Background: an optimization exercise with open tools, aiming at small area, a short achievable clock period and few clock cycles per item. Do not read the settings as production practice.
No run shown here included a check of the RTL's function; only the layout flow was run.
Power figures rest on the tool's default switching activity, not on a simulated workload.

===== design/flow/constraint.sdc =====
create_clock -name core_clock -period 5.5 [get_ports {clk_i}]
set_input_delay 1.1000 -clock core_clock [delete_from_list [all_inputs] [get_ports {clk_i}]]
set_output_delay 1.1000 -clock core_clock [all_outputs]
set_load 0.01 [all_outputs]

===== design/flow/config.mk =====
export PLATFORM = sky130hd
export DESIGN_NAME = prefix_add_unit
export DESIGN_NICKNAME = prefix_add_unit
export VERILOG_FILES = /design/flow/design.v
export SDC_FILE = /design/flow/constraint.sdc
export NUM_CORES = 4
export LEC_CHECK = 0
export CAP_MARGIN = 20
export CORE_MARGIN = 2
export CORE_UTILIZATION = 30
export SLEW_MARGIN = 20

===== design/flow/design.v =====
package prefix_add_pkg;
  typedef enum logic [1:0] {
    S_IDLE = 2'd0,
    S_RUN  = 2'd1,
    S_DONE = 2'd2
  } state_t;
  localparam int SLICE_W_DEFAULT = 64;
  function automatic int clog2(input int value);
    int r;
    r = 1;
    for (int i = 1; i < 31; i++) begin
      if ((1 << i) < value) r = i + 1;
    end
    clog2 = r;
  endfunction
endpackage
module prefix_block_add #(
  parameter int BLK_W = 16
) (
  input  logic [BLK_W-1:0] a,
  input  logic [BLK_W-1:0] b,
  input  logic             cin,
  output logic [BLK_W-1:0] sum,
  output logic             bg,      
  output logic             bp       
);
  localparam int LEVELS = $clog2(BLK_W);
  logic [BLK_W-1:0] g [LEVELS+1];
  logic [BLK_W-1:0] p [LEVELS+1];
  logic [BLK_W-1:0] x;
  assign x = a ^ b;
  assign g[0][0]         = (a[0] & b[0]) | (x[0] & cin);
  assign p[0][0]         = x[0];
  assign g[0][BLK_W-1:1] = a[BLK_W-1:1] & b[BLK_W-1:1];
  assign p[0][BLK_W-1:1] = x[BLK_W-1:1];
  for (genvar l = 0; l < LEVELS; l++) begin : g_lvl
    localparam int D = 1 << l;
    for (genvar i = 0; i < BLK_W; i++) begin : g_bit
      if ((i / D) % 2 == 1) begin : g_cell
        localparam int J = (i / D) * D - 1;
        assign g[l+1][i] = g[l][i] | (p[l][i] & g[l][J]);
        assign p[l+1][i] = p[l][i] & p[l][J];
      end else begin : g_pass
        assign g[l+1][i] = g[l][i];
        assign p[l+1][i] = p[l][i];
      end
    end
  end
  assign sum = x ^ {g[LEVELS][BLK_W-2:0], cin};
  assign bg  = g[LEVELS][BLK_W-1];
  assign bp  = p[LEVELS][BLK_W-1];
endmodule
module prefix_block_fix #(
  parameter int BLK_W = 16,
  parameter int NBLK  = 16
) (
  input  logic [BLK_W*NBLK-1:0] ls,      
  input  logic [NBLK-1:0]       bg,      
  input  logic [NBLK-1:0]       bp,      
  output logic [BLK_W*NBLK-1:0] sum,
  output logic                  cout
);
  localparam int LV = $clog2(NBLK);
  localparam int LW = $clog2(BLK_W);
  logic [NBLK-1:0] g [LV+1];
  logic [NBLK-1:0] p [LV+1];
  logic [NBLK:0]   cb;                   
  assign g[0] = bg;
  assign p[0] = bp;
  for (genvar l = 0; l < LV; l++) begin : g_lvl
    localparam int D = 1 << l;
    for (genvar i = 0; i < NBLK; i++) begin : g_blk
      if ((i / D) % 2 == 1) begin : g_cell
        localparam int J = (i / D) * D - 1;
        assign g[l+1][i] = g[l][i] | (p[l][i] & g[l][J]);
        assign p[l+1][i] = p[l][i] & p[l][J];
      end else begin : g_pass
        assign g[l+1][i] = g[l][i];
        assign p[l+1][i] = p[l][i];
      end
    end
  end
  assign cb = {g[LV], 1'b0};
  assign cout = cb[NBLK];
  for (genvar k = 0; k < NBLK; k++) begin : g_inc
    logic [BLK_W-1:0] t [LW+1];
    assign t[0] = ls[k*BLK_W +: BLK_W];
    for (genvar l = 0; l < LW; l++) begin : g_lvl
      localparam int D = 1 << l;
      for (genvar i = 0; i < BLK_W; i++) begin : g_bit
        if ((i / D) % 2 == 1) begin : g_cell
          assign t[l+1][i] = t[l][i] & t[l][(i / D) * D - 1];
        end else begin : g_pass
          assign t[l+1][i] = t[l][i];
        end
      end
    end
    assign sum[k*BLK_W +: BLK_W] = ls[k*BLK_W +: BLK_W] ^
                                   ({t[LW][BLK_W-2:0], 1'b1} & {BLK_W{cb[k]}});
  end
endmodule
module prefix_add_unit (
  input  logic         clk_i,
  input  logic         rst_i,
  input  logic         flush_i,
  input  logic         req_valid_i,
  output logic         req_ready_o,
  input  logic [255:0] req_a_i,
  input  logic [255:0] req_b_i,
  input  logic         req_sub_i,
  input  logic         req_cin_i,
  output logic         resp_valid_o,
  input  logic         resp_ready_i,
  output logic [255:0] resp_sum_o,
  output logic         resp_cout_o,
  output logic         resp_ovf_o,
  output logic         busy_o
);
  localparam int DATA_W = 256;
  localparam int BLK_W  = 16;
  localparam int NBLK   = DATA_W / BLK_W;
  logic [DATA_W-1:0] bb;
  logic              cin;
  logic [DATA_W-1:0] ls;
  logic [NBLK-1:0]   bg;
  logic [NBLK-1:0]   bp;
  logic              v1_q;
  logic [DATA_W-1:0] ls_q;
  logic [NBLK-1:0]   bg_q;
  logic [NBLK-1:0]   bp_q;
  logic              p_msb_q;
  logic [DATA_W-1:0] sum;
  logic              cout;
  logic              v2_q;
  logic [DATA_W-1:0] sum_q;
  logic              cout_q;
  logic              ovf_q;
  logic              stall2;
  logic              hold1;
  logic              accept;
  assign bb  = req_sub_i ? ~req_b_i : req_b_i;
  assign cin = req_sub_i | req_cin_i;
  for (genvar k = 0; k < NBLK; k++) begin : g_blk
    prefix_block_add #(
      .BLK_W (BLK_W)
    ) u_add (
      .a   (req_a_i[k*BLK_W +: BLK_W]),
      .b   (bb[k*BLK_W +: BLK_W]),
      .cin ((k == 0) ? cin : 1'b0),
      .sum (ls[k*BLK_W +: BLK_W]),
      .bg  (bg[k]),
      .bp  (bp[k])
    );
  end
  assign stall2      = v2_q & ~resp_ready_i;
  assign hold1       = v1_q & stall2;
  assign req_ready_o = ~flush_i & ~hold1;
  assign accept      = req_valid_i & req_ready_o;
  always_ff @(posedge clk_i) begin
    if (rst_i | flush_i) begin
      v1_q <= 1'b0;
      v2_q <= 1'b0;
    end else begin
      if (!hold1)  v1_q <= accept;
      if (!stall2) v2_q <= v1_q;
    end
  end
  always_ff @(posedge clk_i) begin
    if (!hold1) begin
      ls_q    <= ls;
      bg_q    <= bg;
      bp_q    <= bp;
      p_msb_q <= req_a_i[DATA_W-1] ^ bb[DATA_W-1];
    end
  end
  prefix_block_fix #(
    .BLK_W (BLK_W),
    .NBLK  (NBLK)
  ) u_fix (
    .ls   (ls_q),
    .bg   (bg_q),
    .bp   (bp_q),
    .sum  (sum),
    .cout (cout)
  );
  always_ff @(posedge clk_i) begin
    if (!stall2) begin
      sum_q  <= sum;
      cout_q <= cout;
      ovf_q  <= sum[DATA_W-1] ^ p_msb_q ^ cout;
    end
  end
  assign resp_valid_o = v2_q;
  assign busy_o       = v1_q | v2_q;
  assign resp_sum_o   = sum_q;
  assign resp_cout_o  = cout_q;
  assign resp_ovf_o   = ovf_q;
endmodule

===== design/flow/run.sh =====
#!/bin/bash
# synth_recipe.tcl (not shown) runs the flow's synth.tcl, then flattens the netlist and writes it again
# the make line also repeats each setting of config.mk as NAME=value (left out here)
make -C /OpenROAD-flow-scripts/flow DESIGN_CONFIG=/design/flow/config.mk WORK_HOME=/design/flow/orfs CLKGATE_MAP_FILE= SYNTH_SCRIPT=/design/flow/synth_recipe.tcl finish

==> results of run 1 <==
worst min-delay path by stage:
| stage | startpoint | endpoint | slack, ps | cells after the start |
|---|---|---|---|---|
| 2_1_floorplan | ls_q[0] | sum_q[0] | 400 | 0 |
| 3_3_place_gp | ls_q[3] | sum_q[3] | 400 | 0 |
| 3_5_place_dp | ls_q[10] | sum_q[10] | 400 | 0 |
| 4_1_cts | ls_q[3] | sum_q[3] | 420 | 0 |
| 5_1_grt | ls_q[14] | sum_q[14] | 420 | 0 |
| 6_report | ls_q[3] | sum_q[3] | 420 | 0 |
stage by stage:
step                hold WS (ps)  setup slack, ps  setup TNS (ps)
floorplan                  400.3           -19.46           -5021
global placement           402.7            806.9               0
detailed placement         404.5            771.2               0
CTS                        417.5             1458               0
global route               422.1             1236               0
finish                     416.8             1423               0
flip-flops by register name (all words and copies together), names as in the netlist:
signal,count
bg_q,16
bp_q,15
cout_q,1
ls_q,256
ovf_q,1
p_msb_q,1
sum_q,256
v1_q,1
v2_q,1
kinds of logic (layout without fill, tap and decap cells):
kind of cell,after synthesis,after routing,share of synthesized area
other,0,14,0
xor gates and xnor gates,626,626,0.1665
adders and majority gates,334,334,0.1413
AOI/OAI and AO/OA,308,308,0.06386
DFF,548,548,0.4976
buffers and inverters,209,1095,0.02386
and+or+nand+nor,665,665,0.1069
layout make-up:
cell class | count | share of cell area
Tap cell | 1414 | 0.03938
Multi-Input combinational cell | 1933 | 0.3524
Antenna cell | 14 | 0.0007797
Clock inverter | 31 | 0.006767
Sequential cell | 548 | 0.3658
Clock buffer | 89 | 0.04105
Inverter | 175 | 0.01470
Timing Repair Buffer | 800 | 0.1791
cells in the final DEF, fill, tap and decap left out, types with 82 or more instances in the layout:
cell type and n:
nor2_1 112, xor2_1 416, xnor2_1 209, a21oi_1 82
clkdlybuf4s50_1 778, ha_1 269, nand3_1 102, edfxtp_1 546
nand2_1 121, inv_1 174
power groups by stage:
stage / clock network, mW / logic [mW] / registers (mW)
3_5_place_dp: 0 / 5.00 / 7.05
2_1_floorplan: 0 / 2.04 / 7.22
5_1_grt: 4.70 / 5.39 / 7.11
4_1_cts: 4.55 / 5.03 / 6.98
6_report: 4.40 / 4.96 / 6.96
3_3_place_gp: 0 / 4.98 / 7.02
metal layers:
layer / routed length [um] / up-vias / GRT usage
met5: 192 / - / 0
met4: 1982 / 30 / 0.04675
met3: 9329 / 141 / 0.06286
met1: 39660 / 11160 / 0.1993
li1: - / 11270 / -
met2: 52820 / 621 / 0.3253
==> flow_metrics.tcl, run 1 <==
set metrics [dict create \
    cp_cell_sequence "clkdlybuf4s50_1 > xnor2_1 > fa_1 > fa_1 > nor2b_1 > o21a_1 > o21ai_1 > a211o_1 > a2111oi_0 > o21a_1 > o31a_1 > a21oi_1" \
    hold_viol_final 0 \
    grt_max_degree 108 \
    cp_top_family "compound AO/OA/AOI/OAI gates" \
    dp.cells 4870 \
    fin_area_sq_um 44930 \
    ctsHoldBuffers 0 \
    synth.largest_area_cell "edfxtp_1" \
    reg2reg_from "bg_q[2]" \
    final_util 0.4122 \
    relSlewSlack 0.4174 \
    synth_edf_count 546 \
    skew_ps 26.56 \
    gp_congestion 0.9179 \
    wl_per_cell_um 20.78 \
    antenna_found_initial 31 \
    ir_drop_uv 183.0 \
    grt_overflow 0 \
    cts_htree_levels 3 \
    period_needed_ps 4077 \
    end_kind "flip-flop" \
    stdcell_count 5004 \
    reg2reg_depth 8 \
    rows 121 \
    die_width_um 335.8 \
    cp-start-kind "input pin" \
    cp_num_cells 12 \
    yosysTopAreaCellShare 0.4963 \
    seq_power_share 0.426 \
    cp_max_fo 4 \
    required_ps 5840 \
    layout-drive-gt1-share 0.04614 \
    intPower_mw 11.47 \
    r2r_end "sum_q[143]" \
    grt_pass1_wl_mm 149.9 \
    p_per_area_nw_per_um2 363.2 \
    nNetsFinal 4380 \
    synth.most_common_cell "edfxtp_1" \
    p_switching_mw 4.850 \
    cts_resized 0 \
    ys.flop_type "edfxtp_1" \
    synth_area_sq_um 33030 \
    place_area_sq_um 42750 \
    pwr-share-clk 0.270 \
    max_freq_mhz 245.3 \
    cts_max_path_buffers 3 \
    outcome "complete, no violations" \
    drv_slew 0 \
    ys_async_sr_fraction 0 \
    p_leak_nw 18.17 \
    syn_nets 3543 \
    startpoint "req_b_i[0]" \
    critPathMaxStageDelay_ps 700 \
    fin_crit_sh 0.7413 \
    yosys_warnings 23 \
    max_cap_viol_count 0 \
    seq_area_frac_synth 0.4976 \
    critPathKind "in -> reg" \
    core_sq_um 109000 \
    tightest_slew_ps 873.9 \
    cts_buffers 69 \
    clk_latency_ps 620 \
    vias_per_cell 4.641 \
    crit_end "ls_q[15]" \
    dpl.hpwl_mm 85.70 \
    cts.sinks 548 \
    num_vias 23230 \
    drc_errors 0 \
    register_area_sq_um 16440 \
    start_util 0.3030 \
    rrSetupSlack_ps 2440 \
    swShare 0.2972 \
    synth-seq-cells 548 \
    root_buffer "clkbuf_16" \
    yosys-top-cells-count "edfxtp_1 (546), xor2_1 (416), ha_1 (269), xnor2_1 (209), inv_1 (175)" \
    clk_pin_slew_worst_paths_ps 60 \
    multi_input_area_sq_um 15830 \
    die_area_sq_um 112800 \
    p_total_mw 16.32 \
    top_level_ports 780 \
    synth_cell_type_count 67 \
    cp_data_arrival_time_ps 4420 \
    hold_path.class "reg -> reg" \
    drt_iter0_drc 1115 \
    grt_pass1_vias 23700 \
    grt_use_total 0.1797 \
    combPwrFrac 0.304 \
    cts_tree "built" \
    postRouteAntennaNets 0 \
    finalSetupViolCount 0 \
    synth_area_leaders "edfxtp_1 (50%), xor2_1 (11%), ha_1 (10%)" \
    dieHeight_um 335.8 \
    drt-pass1-iter-count 5 \
    synthCells 2690 \
    post_cts_buffers 0 \
    path_buf_inv 1 \
    area_growth_pct 36.01 \
    syn_avg_cell_area_sq_um 12.28 \
    fill_cells 10360 \
    rsz0062_at_grt "false" \
    cpMaxStageDelayCell "a2111oi_0" \
    place.port_buffers 779 \
    wl_mm 104.0 \
]
==> run 2: changes to the inputs <==
==> design/flow/flow/run.sh (new file) <==
#!/bin/bash
# Standard ORFS layout, except that the port buffers are the smallest
# buffer cell (buf_1) instead of the cell buffer_ports picks by default.
set -e
echo 'export BUFFER_PORTS_ARGS = -buffer_cell sky130_fd_sc_hd__buf_1' >> "$FLOW_CONFIG"
bash standard.sh > standard.log 2>&1
==> design/flow/standard.sh (new file) <==
#!/bin/bash
# synth_recipe.tcl (not shown) runs the flow's synth.tcl, then flattens the netlist and writes it again
# the make line also repeats each setting of config.mk as NAME=value (left out here)
make -C /OpenROAD-flow-scripts/flow DESIGN_CONFIG=/design/flow/config.mk WORK_HOME=/design/flow/orfs CLKGATE_MAP_FILE= SYNTH_SCRIPT=/design/flow/synth_recipe.tcl "${@:-finish}"
--- a/design/flow/config.mk
+++ b/design/flow/config.mk
@@ -8,4 +8,6 @@
 export CAP_MARGIN = 20
 export CORE_MARGIN = 2
 export CORE_UTILIZATION = 30
+export SETUP_SLACK_MARGIN = 3.0
 export SLEW_MARGIN = 20
+export BUFFER_PORTS_ARGS = -buffer_cell sky130_fd_sc_hd__buf_1
removed: design/flow/run.sh
==> run 2 against run 1 <==
Non-clock buffer count increased by 268. Cell area increased by 3.0%. Sequential power increased by 1%. Sequential share of layout area decreased by 1.1 points. Critical endpoint is now ls_q[201]. Wire length increased by 6.3%. Highest routed layer unchanged. Count of clock-buffer cells in the layout decreased by 7. Synthesized cell count unchanged.
==> flow_metrics.tcl, run 2 <==
set metrics [dict create \
    cp-start-kind "input pin" \
    dpl.hpwl_mm 83.13 \
    dp_slack_ps 872.2 \
    ctsHoldBuffers 0 \
    synth_edf_count 546 \
    cp_top_family "buffers and inverters" \
    place.port_buffers 779 \
    cts_buffers 69 \
    synthCells 2690 \
    dp.cells 4871 \
    fin_crit_sh 0.6186 \
    root_buffer "clkbuf_16" \
    seq_area_frac_synth 0.4976 \
    grt_overflow 0 \
    relSlewSlack 0.2990 \
    place_area_sq_um 37950 \
    final_util 0.4247 \
    drt-pass1-iter-count 5 \
    stdcell_count 5278 \
    crit_top_cell "buf_4" \
    max_freq_mhz 293.9 \
    critPathKind "in -> reg" \
    drv_slew 0 \
    fin_hold_ws_ps 418.1 \
    nNetsFinal 4650 \
    p_total_mw 16.72 \
    yosys-top-cells-count "edfxtp_1 (546), xor2_1 (416), ha_1 (269), xnor2_1 (209), inv_1 (175)" \
    final_cell_mix "buf_1 (774), edfxtp_1 (546), xor2_1 (340)" \
    wl_mm 110.5 \
    tns_ps 0 \
    end_kind "flip-flop" \
    syn_avg_cell_area_sq_um 12.28 \
    grt_max_degree 146 \
    num_vias 24900 \
    final.setup.worst_slack_ps 2097 \
    cp_data_arrival_time_ps 3760 \
    p_per_area_nw_per_um2 361.3 \
    grt_pass1_vias 24860 \
    rows 121 \
    gp_congestion 0.9349 \
    vias_per_cell 4.717 \
    path_buf_inv 7 \
    max_cap_viol_count 0 \
    rsz0062_at_grt "true" \
    wl_per_cell_um 20.93 \
    ir_drop_uv 187.0 \
    cts_tree "built" \
    synth.largest_area_cell "edfxtp_1" \
    cts.sinks 548 \
    period_needed_ps 3403 \
    area_growth_pct 40.15 \
    cpMaxStageDelayCell "fa_2" \
    dieHeight_um 335.8 \
    skew_ps 26.62 \
    p_leak_nw 18.43 \
    grt_use_total 0.1812 \
    ys.flop_type "edfxtp_1" \
    die_area_sq_um 112800 \
    synth_area_sq_um 33030 \
    cp_cell_sequence "clkbuf_16 > buf_4 > buf_16 > buf_4 > buf_4 > xor2_2 > ha_4 > or2_2 > a21o_1 > o41a_1 > buf_4 > buf_6 > fa_2 > xor2_1" \
    clk_pin_slew_worst_paths_ps 60 \
    syn_nets 3543 \
    grt_pass1_wl_mm 150.8 \
    synth_area_leaders "edfxtp_1 (50%), xor2_1 (11%), ha_1 (10%)" \
    ys_async_sr_fraction 0 \
    tightest_slew_ps 1051 \
    clk_latency_ps 620 \
    cts_htree_levels 3 \
    core_sq_um 109000 \
    layout_commonest_cell "buf_1" \
    hold_path.class "reg -> reg" \
    top_level_ports 780 \
    fin_area_sq_um 46290 \
    antenna_found_initial 34 \
    yosysTopAreaCellShare 0.4963 \
    cts_max_path_buffers 3 \
    reg_top3 "ls_q: 256 flops, sum_q: 256 flops, bg_q: 16 flops" \
    hold_viol_final 0 \
    postRouteAntennaNets 0 \
    required_ps 5860 \
    synth.most_common_cell "edfxtp_1" \
    synth_cell_type_count 67 \
    die_width_um 335.8 \
    cp_max_fo 5 \
    outcome "complete, no violations" \
    critPathMaxStageDelay_ps 330 \
    yosys_warnings 23 \
    finalSetupViolCount 0 \
    synth-seq-cells 548 \
    start_util 0.3030 \
    drc_errors 0 \
    layout-drive-gt1-share 0.2454 \
    drt_iter0_drc 1086 \
]
-- run 2: cell counts after synthesis --
Identical to the previous run, type by type.
-- run 2: kinds of logic (layout without fill, tap and decap cells) --
group | Yosys count | count (layout) | share of synthesized area
buffers and inverters | 209 | 1368 | 0.02386
AOI/OAI and AO/OA | 308 | 308 | 0.06386
DFF | 548 | 548 | 0.4976
other | 0 | 13 | 0
xor gates and xnor gates | 626 | 626 | 0.1665
adders and majority gates | 334 | 334 | 0.1413
and+or+nand+nor | 665 | 667 | 0.1069
-- run 2: report_power, final --
part | total (mW) | switching (mW) | internal, mW
Sequential | 7.05 | 0.803 | 6.25
Clock | 4.79 | 1.86 | 2.93
Combinational | 4.88 | 2.72 | 2.16
-- run 2: path summary, 6_finish.rpt --
kind	cells past startpoint	slack [ps]	startpoint	endpoint
min	0	420	ls_q[14]	sum_q[14]
max	14	2100	req_sub_i	ls_q[201]
min reg2reg	0	420	ls_q[14]	sum_q[14]
max reg2reg	12	2750	bg_q[2]	sum_q[143]
-- run 2: metal layers --
layer  global-route usage  up-vias  share of wire
met2               0.3119      825           0.50
met5                    0        -         0.0016
met1               0.1954    12000           0.37
li1                     -    11790              -
met3              0.06413      255          0.081
met4              0.09484       28          0.047
-- run 2: layout make-up --
cell class                 count  area, sq um
fill                       10280        62710
multi-input combinational   1935        18910
sequential                   548        16440
timing repair buffer        1068         6086
clock buffer                  82         1839
tap                         1414         1769
inverter                     175        663.1
clock inverter                43        550.5
antenna                       13        32.53
-- run 2: worst register-to-register path, delay by kind of cell (launching register included) --
kind	cells	cell delay, ps
AO/OA/AOI/OAI	3	620
XOR/XNOR	1	140
buffers and inverters	4	520
flip-flops	1	340
AND/OR/NAND/NOR	4	890
-- run 2: what timing repair did --
item | in CTS | in global routing
resized for setup | 344 | 421
gates cloned | 8 | 11
buffers inserted | 120 | 130
endpoints found under the setup margin | 394 | 342
pin swaps | 128 | 220

what the ideal ports hide:
How much do the figures lean on ideal ports? The routed layouts below were timed once more, with nothing changed but the port constraints. Step 1 (the two cells are an assumption about what drives the block):
set clk [get_ports {clk_i}]
set_driving_cell -lib_cell sky130_fd_sc_hd__clkbuf_16 $clk
set_driving_cell -lib_cell sky130_fd_sc_hd__buf_2 [delete_from_list [all_inputs] $clk]
Step 2 moves the port delays by t, midway between the first and last clock arrival at a register: inputs arrive t later, outputs are due t later. That takes back most of the time a late clock gives input paths. Slacks: no drivers / after step 1 / after step 2; pairs: no drivers / after step 1.
run | t, ns | setup WS [ns] | latest minus earliest clock arrival (ns) | worst register clock-pin slew, ns | pins driven straight from the clock port
run 1 | 0.672 | 1.423 / 1.463 / 0.791 | 0.027 / 0.028 | 0.06 / 0.06 | 1
run 2 | 0.666 | 2.097 / 1.967 / 1.301 | 0.028 / 0.028 | 0.07 / 0.07 | 1
After both steps setup and hold are still met in every run listed. For run 2, which loses most, drivers alone change the setup slack by -0.130 ns; drivers and shift together by -0.796 ns.
